Source: an optimization exercise on an open RTL-to-GDS flow (aim: small area). Production flows keep margins and buffers that such runs may drop.
Where RTL was checked, it was by simulation tests only, not by an equivalence proof against the original.
Power is estimated from default activity; no workload was simulated.

Setup of main:
==> module id_rf_and3, before the edit <==
module id_rf_and3 (
  input  logic a, b, c,
  output logic y
);
  assign y = a & b & c;
endmodule
==> module id_regfile_scoreboard, before the edit <==
module id_regfile_scoreboard #(
  parameter int XLEN  = 32,
  parameter int NREGS = 32,
  parameter int NRD   = 2,
  parameter int LAT_W = 3,
  localparam int AW   = $clog2(NREGS)
) (
  input  logic                clk,
  input  logic                reset,
  input  logic                id_valid,
  input  logic                flush,
  input  logic [NRD*AW-1:0]   rs_addr,
  input  logic [NRD-1:0]      rs_used,
  input  logic                rd_we,
  input  logic [AW-1:0]       rd_addr,
  input  logic [LAT_W-1:0]    rd_lat,
  input  logic                wb_we,
  input  logic [AW-1:0]       wb_addr,
  input  logic [XLEN-1:0]     wb_data,
  output logic [NRD*XLEN-1:0] rs_data,
  output logic                stall,
  output logic                issue,
  output logic [NREGS-1:0]    pending
);
  logic [XLEN-1:0]  r_regs [1:NREGS-1];
  logic [LAT_W-1:0] r_cnt  [1:NREGS-1];    
  logic             w_wb_en;
  logic [XLEN-1:0]  w_wdat;
  logic [LAT_W-1:0] w_ldat;
  logic [NREGS-1:0] w_wb_dec;
  logic [NREGS-1:0] w_wb_sel;
  logic [NREGS-1:0] w_rd_dec;
  logic [NREGS-1:0] w_rs_dec [NRD];
  logic [NREGS-2:0] w_rs_sel [NRD];
  logic [NREGS-2:0] w_rs_pnd [NRD];
  logic [NREGS-2:0] w_rd_sel;
  logic [NREGS-2:0] w_cnt_col [LAT_W];
  logic [NRD-1:0]   w_pnd;
  logic [NRD-1:0]   w_hit;
  logic             w_raw;
  logic             w_waw;
  logic             w_set;
  logic [LAT_W-1:0] w_rd_cnt;
  function automatic logic [2:0] f_enc(input logic [2:0] v);
    case (v)
      3'd0:    f_enc = 3'b101;
      3'd1:    f_enc = 3'b001;
      3'd2:    f_enc = 3'b011;
      3'd3:    f_enc = 3'b010;
      3'd4:    f_enc = 3'b110;
      3'd5:    f_enc = 3'b000;
      3'd6:    f_enc = 3'b111;
      default: f_enc = 3'b100;
    endcase
  endfunction
  function automatic logic [2:0] f_dec(input logic [2:0] c);
    case (c)
      3'b101:  f_dec = 3'd0;
      3'b001:  f_dec = 3'd1;
      3'b011:  f_dec = 3'd2;
      3'b010:  f_dec = 3'd3;
      3'b110:  f_dec = 3'd4;
      3'b000:  f_dec = 3'd5;
      3'b111:  f_dec = 3'd6;
      default: f_dec = 3'd7;
    endcase
  endfunction
  assign w_wb_en = wb_we && (wb_addr != '0);
  always_comb begin
    for (int unsigned r = 0; r < NREGS; r++) begin
      w_wb_dec[r] = (wb_addr == AW'(r));
      w_wb_sel[r] = w_wb_en && w_wb_dec[r];
      w_rd_dec[r] = (rd_addr == AW'(r));
      for (int unsigned p = 0; p < NRD; p++) begin
        w_rs_dec[p][r] = (rs_addr[p*AW +: AW] == AW'(r));
      end
    end
  end
  always_comb begin
    for (int unsigned p = 0; p < NRD; p++) begin
      w_hit[p] = w_wb_en && (wb_addr == rs_addr[p*AW +: AW]);
      for (int unsigned r = 1; r < NREGS; r++) begin
        w_rs_pnd[p][r-1] = w_rs_dec[p][r];
      end
    end
    for (int unsigned r = 1; r < NREGS; r++) begin
      w_rd_sel[r-1] = w_rd_dec[r];
    end
  end
  for (genvar p = 0; p < NRD; p++) begin : g_sel
    logic [7:0] w_hi;
    logic [3:0] w_lo;
    for (genvar g = 0; g < 8; g++) begin : g_hi
      assign w_hi[g] = (rs_addr[p*AW+2 +: 3] == 3'(g));
    end
    for (genvar j = 0; j < 4; j++) begin : g_lo
      assign w_lo[j] = (rs_addr[p*AW +: 2] == 2'(j));
    end
    for (genvar r = 1; r < NREGS; r++) begin : g_line
      id_rf_and3 u_drv (.a(w_hi[r/4]), .b(w_lo[r%4]), .c(!w_wb_sel[r]), .y(w_rs_sel[p][r-1]));
    end
  end
  for (genvar p = 0; p < NRD; p++) begin : g_port
    for (genvar b = 0; b < XLEN; b++) begin : g_bit
      logic [NREGS-2:0] w_col;
      for (genvar r = 1; r < NREGS; r++) begin : g_col
        assign w_col[r-1] = r_regs[r][b];
      end
      id_rf_rdbit u_rd (.sel(w_rs_sel[p]), .dat(w_col), .hit(w_hit[p]), .wbd(wb_data[b]),
                        .y(rs_data[p*XLEN+b]));
    end
  end
  assign pending[0] = 1'b0;
  for (genvar p = 0; p < NRD; p++) begin : g_raw
    id_rf_sel31 u_pnd (.sel(w_rs_pnd[p]), .dat(pending[NREGS-1:1]), .y(w_pnd[p]));
  end
  assign w_raw = |(rs_used & w_pnd);
  for (genvar k = 0; k < LAT_W; k++) begin : g_waw
    for (genvar r = 1; r < NREGS; r++) begin : g_col
      assign w_cnt_col[k][r-1] = r_cnt[r][k];
    end
    id_rf_sel31 u_cnt (.sel(w_rd_sel), .dat(w_cnt_col[k]), .y(w_rd_cnt[k]));
  end
  assign w_waw = rd_we && (rd_addr != '0) && (f_dec(w_rd_cnt) > rd_lat);
  assign stall = id_valid && !flush && (w_raw || w_waw);
  assign issue = id_valid && !flush && !stall;
  assign w_set = issue && rd_we;
  assign w_wdat = wb_data & {XLEN{!reset}};
  assign w_ldat = reset ? f_enc('0) : f_enc(rd_lat);
  for (genvar r = 1; r < NREGS; r++) begin : g_reg
    always_ff @(posedge clk) begin
      if (reset || w_wb_sel[r]) begin
        r_regs[r] <= w_wdat;
      end
    end
    logic [LAT_W-1:0] w_next;
    id_sb_next u_next (.s(r_cnt[r]), .ld(reset || (w_set && w_rd_dec[r])), .l(w_ldat), .d(w_next),
                       .pend(pending[r]));
    always_ff @(posedge clk) begin
      r_cnt[r] <= w_next;
    end
  end
endmodule
Settings: LEC_CHECK=0, CAP_MARGIN=15, CORE_MARGIN=2, CORE_UTILIZATION=55, SETUP_SLACK_MARGIN=0.1, SLEW_MARGIN=15, SYNTH_HIERARCHICAL=1, SYNTH_MINIMUM_KEEP_SIZE=0; clock period 6.0 ns.
standard.sh (not shown) runs the stock make flow with config.mk's settings and CLKGATE_MAP_FILE= SYNTH_SCRIPT=/design/flow/synth_recipe.tcl, a recipe that flattens the netlist after the stock synthesis.
==> flow/flow/run.sh <==
#!/bin/bash
# Standard layout with smaller port buffers and a clock tree of small
# buffers without dummy loads.
export BUFFER_PORTS_ARGS="-buffer_cell sky130_fd_sc_hd__buf_1"
export CTS_ARGS="-sink_clustering_enable -repair_clock_nets -dont_use_dummy_load -buf_list {sky130_fd_sc_hd__clkbuf_4} -root_buf sky130_fd_sc_hd__clkbuf_4 -sink_clustering_size 10 -sink_clustering_max_diameter 40"
bash standard.sh > standard.log 2>&1
Edits applied to the flow inputs when going from main to the feature branch:
diff --git a/flow/design.v b/flow/design.v
--- a/flow/design.v
+++ b/flow/design.v
@@ -17,14 +17,8 @@
       .y(n[g])
     );
   end
   id_rf_nand2 u_last (.a(sel[30]), .b(dat[30]), .y(n[10]));
-endmodule
-module id_rf_and3 (
-  input  logic a, b, c,
-  output logic y
-);
-  assign y = a & b & c;
 endmodule
 module id_rf_nand2 (
   input  logic a, b,
   output logic y
@@ -159,26 +153,14 @@
   always_comb begin
     for (int unsigned p = 0; p < NRD; p++) begin
       w_hit[p] = w_wb_en && (wb_addr == rs_addr[p*AW +: AW]);
       for (int unsigned r = 1; r < NREGS; r++) begin
+        w_rs_sel[p][r-1] = w_rs_dec[p][r] && !w_wb_sel[r];
         w_rs_pnd[p][r-1] = w_rs_dec[p][r];
       end
     end
     for (int unsigned r = 1; r < NREGS; r++) begin
       w_rd_sel[r-1] = w_rd_dec[r];
-    end
-  end
-  for (genvar p = 0; p < NRD; p++) begin : g_sel
-    logic [7:0] w_hi;
-    logic [3:0] w_lo;
-    for (genvar g = 0; g < 8; g++) begin : g_hi
-      assign w_hi[g] = (rs_addr[p*AW+2 +: 3] == 3'(g));
-    end
-    for (genvar j = 0; j < 4; j++) begin : g_lo
-      assign w_lo[j] = (rs_addr[p*AW +: 2] == 2'(j));
-    end
-    for (genvar r = 1; r < NREGS; r++) begin : g_line
-      id_rf_and3 u_drv (.a(w_hi[r/4]), .b(w_lo[r%4]), .c(!w_wb_sel[r]), .y(w_rs_sel[p][r-1]));
     end
   end
   for (genvar p = 0; p < NRD; p++) begin : g_port
     for (genvar b = 0; b < XLEN; b++) begin : g_bit
--- outcome ---
- Looking at combinational power across the feature branch and main, the one that comes out higher is the feature branch.
- The feature branch vs main — ratio of cells with drive above 1 in the final layout rose 2.0 points.
- The feature branch vs. main: count of inverters not on the clock network in the layout fell 22; final net count moved up; detailed-route via count grew by 1,433.
- Compare the feature branch and main | combinational share of power higher: the feature branch
- Diff main -> the feature branch | worst endpoint data arrival time | decrease of 0.04 ns
- The fmax of the feature branch exceeds that of main by about 0.65%.
For the feature branch, only the layout was checked, not whether the RTL still works.

[port drivers added, routing unchanged]
How much do the figures lean on ideal ports? The routed layouts below were timed once more, with nothing changed but the port constraints.
Step 1 assumes that a clkbuf_16 drives the clock port and a buf_2 every other input.
Step 2 adds t to the input delays and takes it off the output delays; t is the mean of the earliest and latest rising clock arrival at the registers after step 1. Input paths then give back, and output paths get back, about the clock's delay inside the block.
a / b / c = ideal ports / drivers / drivers and shift; a / b = the first two.
| run | shift t [ns] | setup slack, ns | hold WS [ns] | clock arrival spread, ns | worst register clock-pin slew, ns |
|---|---|---|---|---|---|
| main | 1.079 | 0.220 / 0.200 / 0.200 | 0.490 / 0.490 / 0.490 | 0.126 / 0.126 | 0.11 / 0.11 |
| the feature branch | 1.117 | 0.258 / 0.234 / 0.234 | 0.515 / 0.515 / 0.515 | 0.148 / 0.148 | 0.11 / 0.11 |
After both steps every run listed still meets setup and hold. The setup slack of the feature branch, which loses most, moves by -0.024 ns with the drivers and by -0.024 ns with both steps.
